Context: an optimization exercise on an open-source flow, tuned for small area. The choices shown serve that exercise and are no tape-out recipe.
At most, simulation tests tie the RTL to the original design; equivalence was not proved.

==> flow/design.v (excerpt) <==
module mipsCore (
    input  logic                    clk,
    input  logic                    rst_n,
    input  logic [31:0]             instr,
    output logic [32-1:0] instrAddr,
    output logic                    wbValid,
    output logic [4:0]              wbDest,
    output logic [32-1:0] wbData
);
Size in the first run: ~1500 cells after synthesis, ~1000 flip-flops, ~100 I/O pins.
==> module mipsCore, before the edit <==
module mipsCore (
    input  logic                    clk,
    input  logic                    rst_n,
    input  logic [31:0]             instr,
    output logic [32-1:0] instrAddr,
    output logic                    wbValid,
    output logic [4:0]              wbDest,
    output logic [32-1:0] wbData
);
    logic [4:0]  cnt;       
    logic        p2;        
    logic        clr;       
    logic [10:0] pc;        
    logic        c;         
    logic [31:0] W;         
    assign instrAddr = {19'd0, pc, 2'b00};
    logic first, last;
    assign first = (cnt == 5'd0);
    assign last  = (cnt == 5'd31);
    logic [5:0] op, fn;
    logic [4:0] rs, rt, rd, sh, dest;
    assign op = instr[31:26];
    assign rs = instr[25:21];
    assign rt = instr[20:16];
    assign rd = instr[15:11];
    assign sh = instr[10:6];
    assign fn = instr[5:0];
    logic isR, fAdd, fSub, fAnd, fOr, fXor, fSlt, fSll, fSrl;
    logic iAddi, iAndi, iOri, iBeq, iBne, iJ;
    assign isR   = (op == 6'h00);
    assign fAdd  = isR && fn == 6'h20;
    assign fSub  = isR && fn == 6'h22;
    assign fAnd  = isR && fn == 6'h24;
    assign fOr   = isR && fn == 6'h25;
    assign fXor  = isR && fn == 6'h26;
    assign fSlt  = isR && fn == 6'h2a;
    assign fSll  = isR && fn == 6'h00;
    assign fSrl  = isR && fn == 6'h02;
    assign iAddi = (op == 6'h08);
    assign iAndi = (op == 6'h0c);
    assign iOri  = (op == 6'h0d);
    assign iBeq  = (op == 6'h04);
    assign iBne  = (op == 6'h05);
    assign iJ    = (op == 6'h02);
    logic useImm, isBr, doSub, doAnd, doOr, doXor, twoPass, wr, pcMode, taken;
    assign useImm  = iAddi | iAndi | iOri;
    assign isBr    = iBeq | iBne;
    assign doSub   = fSub | fSlt;
    assign doAnd   = fAnd | iAndi;
    assign doOr    = fOr  | iOri;
    assign doXor   = fXor;
    assign twoPass = fSlt | fSll | fSrl | (isBr & taken);
    assign pcMode  = iJ | (isBr & p2);
    assign dest    = isR ? rd : rt;
    assign wr      = (fAdd | fSub | fAnd | fOr | fXor | fSlt | fSll | fSrl | useImm) && dest != 5'd0;
    logic [31:0] heads;      
    logic        d;          
    logic        wen;        
    logic [4:0]  bAddr;
    logic        aBit, bBit;
    assign heads[0] = 1'b0;
    logic [3:0] weLo;
    logic [7:0] weHi;
    always_comb begin
        for (int j = 0; j < 4; j++) weLo[j] = clr || (wen && dest[1:0] == j);
        for (int j = 0; j < 8; j++) weHi[j] = clr || (dest[4:2] == j);
    end
    genvar k;
    generate
        for (k = 1; k < 32; k++) begin : g_reg
            logic [31:0] r;
            assign heads[k] = r[0];
            always_ff @(posedge clk) begin
                r <= {(weLo[k % 4] && weHi[k / 4]) ? d : r[0], r[31:1]};
            end
        end
    endgenerate
    assign bAddr = (p2 && fSll) ? rd : rt;    
    assign aBit  = heads[rs];
    assign bBit  = heads[bAddr];
    logic immBit, pcBit, opA, opB, bx, cin, sum, cout, lt, eqn, res;
    assign immBit = cnt[4] ? ((iAddi | isBr) & instr[15]) : instr[cnt[3:0]];
    assign pcBit  = (cnt < 5'd10) && pc[cnt[3:0]];
    assign opA    = pcMode ? (pcBit & !iJ) : aBit;
    assign opB    = (useImm | pcMode) ? immBit : bBit;
    assign bx     = opB ^ doSub;
    assign cin    = first ? (pcMode ? !iJ : doSub) : c;
    assign sum    = opA ^ bx ^ cin;
    assign cout   = (opA & bx) | (opA & cin) | (bx & cin);
    assign lt     = (aBit ^ bBit) ? aBit : sum;
    assign eqn    = (first | c) & (aBit == bBit);
    always_comb begin
        if (doAnd)      res = aBit & opB;
        else if (doOr)  res = aBit | opB;
        else if (doXor) res = aBit ^ opB;
        else            res = sum;
    end
    logic [31:0] V;
    logic [4:0]  tapSel, iCmp;
    logic        tap;
    assign V      = {bBit, W[31:1]};
    assign tapSel = fSll ? ~sh : sh - 5'd1;
    assign iCmp   = fSll ? cnt : ~cnt;
    assign tap    = (iCmp < sh) ? 1'b0 : V[tapSel];
    logic wPass, lastPass, wFromB, win;
    always_comb begin
        if (clr)                d = 1'b0;
        else if (fSlt)          d = first & c;
        else if (fSll | fSrl)   d = tap;
        else                    d = res;
    end
    assign lastPass = !twoPass || p2;
    assign wPass    = twoPass ? (fSll ? !p2 : p2) : 1'b1;
    assign wen      = wr && wPass;
    assign wFromB   = fSll | (fSrl & !p2);
    assign win      = wFromB ? bBit : d;
    always_ff @(posedge clk) begin
        W      <= {win, W[31:1]};
        wbDest <= dest;
        c <= (isBr & !p2) ? eqn : (last ? lt : cout);
    end
    assign wbData  = W;
    assign taken = (iBeq & eqn) | (iBne & !eqn);
    logic        pcUpd, tgtOut;
    logic [10:0] pcNext;
    assign pcUpd  = last && !clr && lastPass;
    assign tgtOut = iJ ? (|instr[25:10]) : (|{win, W[31:11]});
    always_comb begin
        pcNext = {1'b0, pc[9:0]} + {10'd0, pcUpd && !pcMode};
        pcNext[10] = pcNext[10] | pc[10];
        if (pcUpd && pcMode) pcNext = {pc[10] | tgtOut, W[10:1]};
    end
    always_ff @(posedge clk or negedge rst_n) begin
        if (!rst_n) begin
            cnt <= 5'd0;
            p2  <= 1'b0;
            clr <= 1'b1;
            pc  <= 11'd0;
            wbValid <= 1'b0;
        end else begin
            wbValid <= last && !clr && lastPass && wr;
            cnt <= cnt + 5'd1;
            pc  <= pcNext;
            if (last) begin
                clr <= 1'b0;
                if (!clr) begin
                    if (lastPass) begin
                        p2 <= 1'b0;
                    end else begin
                        p2 <= 1'b1;
                    end
                end
            end
        end
    end
endmodule
export LEC_CHECK = 0
export CAP_MARGIN = 5
export CORE_MARGIN = 2
export CORE_UTILIZATION = 60
export PLACE_DENSITY = 0.7
export SLEW_MARGIN = 5
create_clock -name core_clock -period 10.0 [get_ports {clk}]
standard.sh (not shown) runs the stock make flow with config.mk's settings and CLKGATE_MAP_FILE= SYNTH_SCRIPT=/design/flow/synth_recipe.tcl, a recipe that flattens the netlist after the stock synthesis.
==> flow/flow/run.sh <==
#!/bin/bash
# Own layout flow: the standard ORFS flow (standard.sh) with
#  - synthesis through flow/synth_multi.tcl: the standard flow's synthesis script, except
#    that ABC maps the logic once with each area-oriented script
#    flow/abc_*.script and keeps the smallest mapping; flip-flops are mapped
#    before ABC runs, so they are the same as in the standard synthesis
#  - port buffers of the smallest buffer cell
#  - a clock tree without dummy loads, sink clusters from cts_args.txt
#  - one tie cell for the constant outputs (SKIP_REPAIR_TIE_FANOUT)
# Every tool's output goes to the ORFS logs under orfs/logs/; make's own
# output goes to flow_make.log in the folder this runs in.
set -euo pipefail
HERE=$(cd "$(dirname "$0")" && pwd)
CTS=$(cat "$HERE/cts_args.txt")
FLOW_ABC_SCRIPTS=""
for f in "$HERE"/abc_*.script; do FLOW_ABC_SCRIPTS="$FLOW_ABC_SCRIPTS $f"; done
export FLOW_ABC_SCRIPTS
bash standard.sh \
  SYNTH_SCRIPT="$HERE/synth_multi.tcl" \
  BUFFER_PORTS_ARGS="-buffer_cell sky130_fd_sc_hd__buf_1" \
  CTS_ARGS="$CTS" \
  SKIP_REPAIR_TIE_FANOUT=1 \
  finish > flow_make.log 2>&1
Other scripts of this flow, unchanged in this note and not shown: flow/flow/abc_s3.script, flow/flow/abc_t2.script, flow/flow/abc_t7.script, flow/flow/abc_u2.script, flow/flow/abc_u3.script, flow/flow/abc_w3.script, flow/flow/cts_args.txt, flow/flow/synth_multi.tcl
The starting point completed with no timing, DRC or antenna violations.
Change:
--- a/flow/design.v
+++ b/flow/design.v
@@ -72,7 +72,7 @@
     logic        clr;       
     logic [10:0] pc;        
     logic        c;         
-    logic [31:0] W;         
+    logic [31:1] W;         
     assign instrAddr = {19'd0, pc, 2'b00};
     logic first, last;
     assign first = (cnt == 5'd0);
@@ -175,20 +175,21 @@
     assign wFromB   = fSll | (fSrl & !p2);
     assign win      = wFromB ? bBit : d;
     always_ff @(posedge clk) begin
-        W      <= {win, W[31:1]};
-        wbDest <= dest;
+        W <= {win, W[31:2]};
         c <= (isBr & !p2) ? eqn : (last ? lt : cout);
     end
-    assign wbData  = W;
+    assign wbValid = last && !clr && lastPass && wr;
+    assign wbDest  = dest;
+    assign wbData  = {win, W[31:1]};
     assign taken = (iBeq & eqn) | (iBne & !eqn);
     logic        pcUpd, tgtOut;
     logic [10:0] pcNext;
     assign pcUpd  = last && !clr && lastPass;
-    assign tgtOut = iJ ? (|instr[25:10]) : (|{win, W[31:11]});
+    assign tgtOut = (iJ & (|instr[25:16])) | (|W[16:11]);
     always_comb begin
         pcNext = {1'b0, pc[9:0]} + {10'd0, pcUpd && !pcMode};
         pcNext[10] = pcNext[10] | pc[10];
-        if (pcUpd && pcMode) pcNext = {pc[10] | tgtOut, W[10:1]};
+        if (pcUpd && pcMode) pcNext = win ? 11'd0 : {pc[10] | tgtOut, W[10:1]};
     end
     always_ff @(posedge clk or negedge rst_n) begin
         if (!rst_n) begin
@@ -196,9 +197,7 @@
             p2  <= 1'b0;
             clr <= 1'b1;
             pc  <= 11'd0;
-            wbValid <= 1'b0;
         end else begin
-            wbValid <= last && !clr && lastPass && wr;
             cnt <= cnt + 5'd1;
             pc  <= pcNext;
             if (last) begin
What happened: Register-to-register slack is better by 0.66 ns; final area fell by 1.0%; core utilization increases by 0.52 points; non-clock buffer count decreases by 1; die area decreases by 0.85%; setup slack is worse by 0.54 ns.
No functional check of the RTL was part of the first run of this note.

what the ideal ports hide:
The results above use ideal ports. As a check the final layouts listed here were re-extracted and re-timed, cells and wires unchanged. Step 1 assumes that a clkbuf_16 drives the clock port and a buf_2 every other input. Step 2 moves the port delays by t, midway between the first and last clock arrival at a register: inputs arrive t later, outputs are due t later. That takes back most of the time a late clock gives input paths. a / b / c = ideal ports / drivers / drivers and shift; a / b = the first two.
run	t (ns)	slack for setup (ns)	hold slack, ns	worst register clock-pin slew, ns
the first run	0.644	1.275 / 1.301 / 0.657	0.258 / 0.258 / 0.258	0.11 / 0.11
the second run	0.680	0.730 / 0.708 / 0.708	0.278 / 0.278 / 0.278	0.11 / 0.11
After both steps setup and hold are still met in every run listed. For the first run, which loses most, drivers alone change the setup slack by +0.026 ns; drivers and shift together by -0.618 ns.
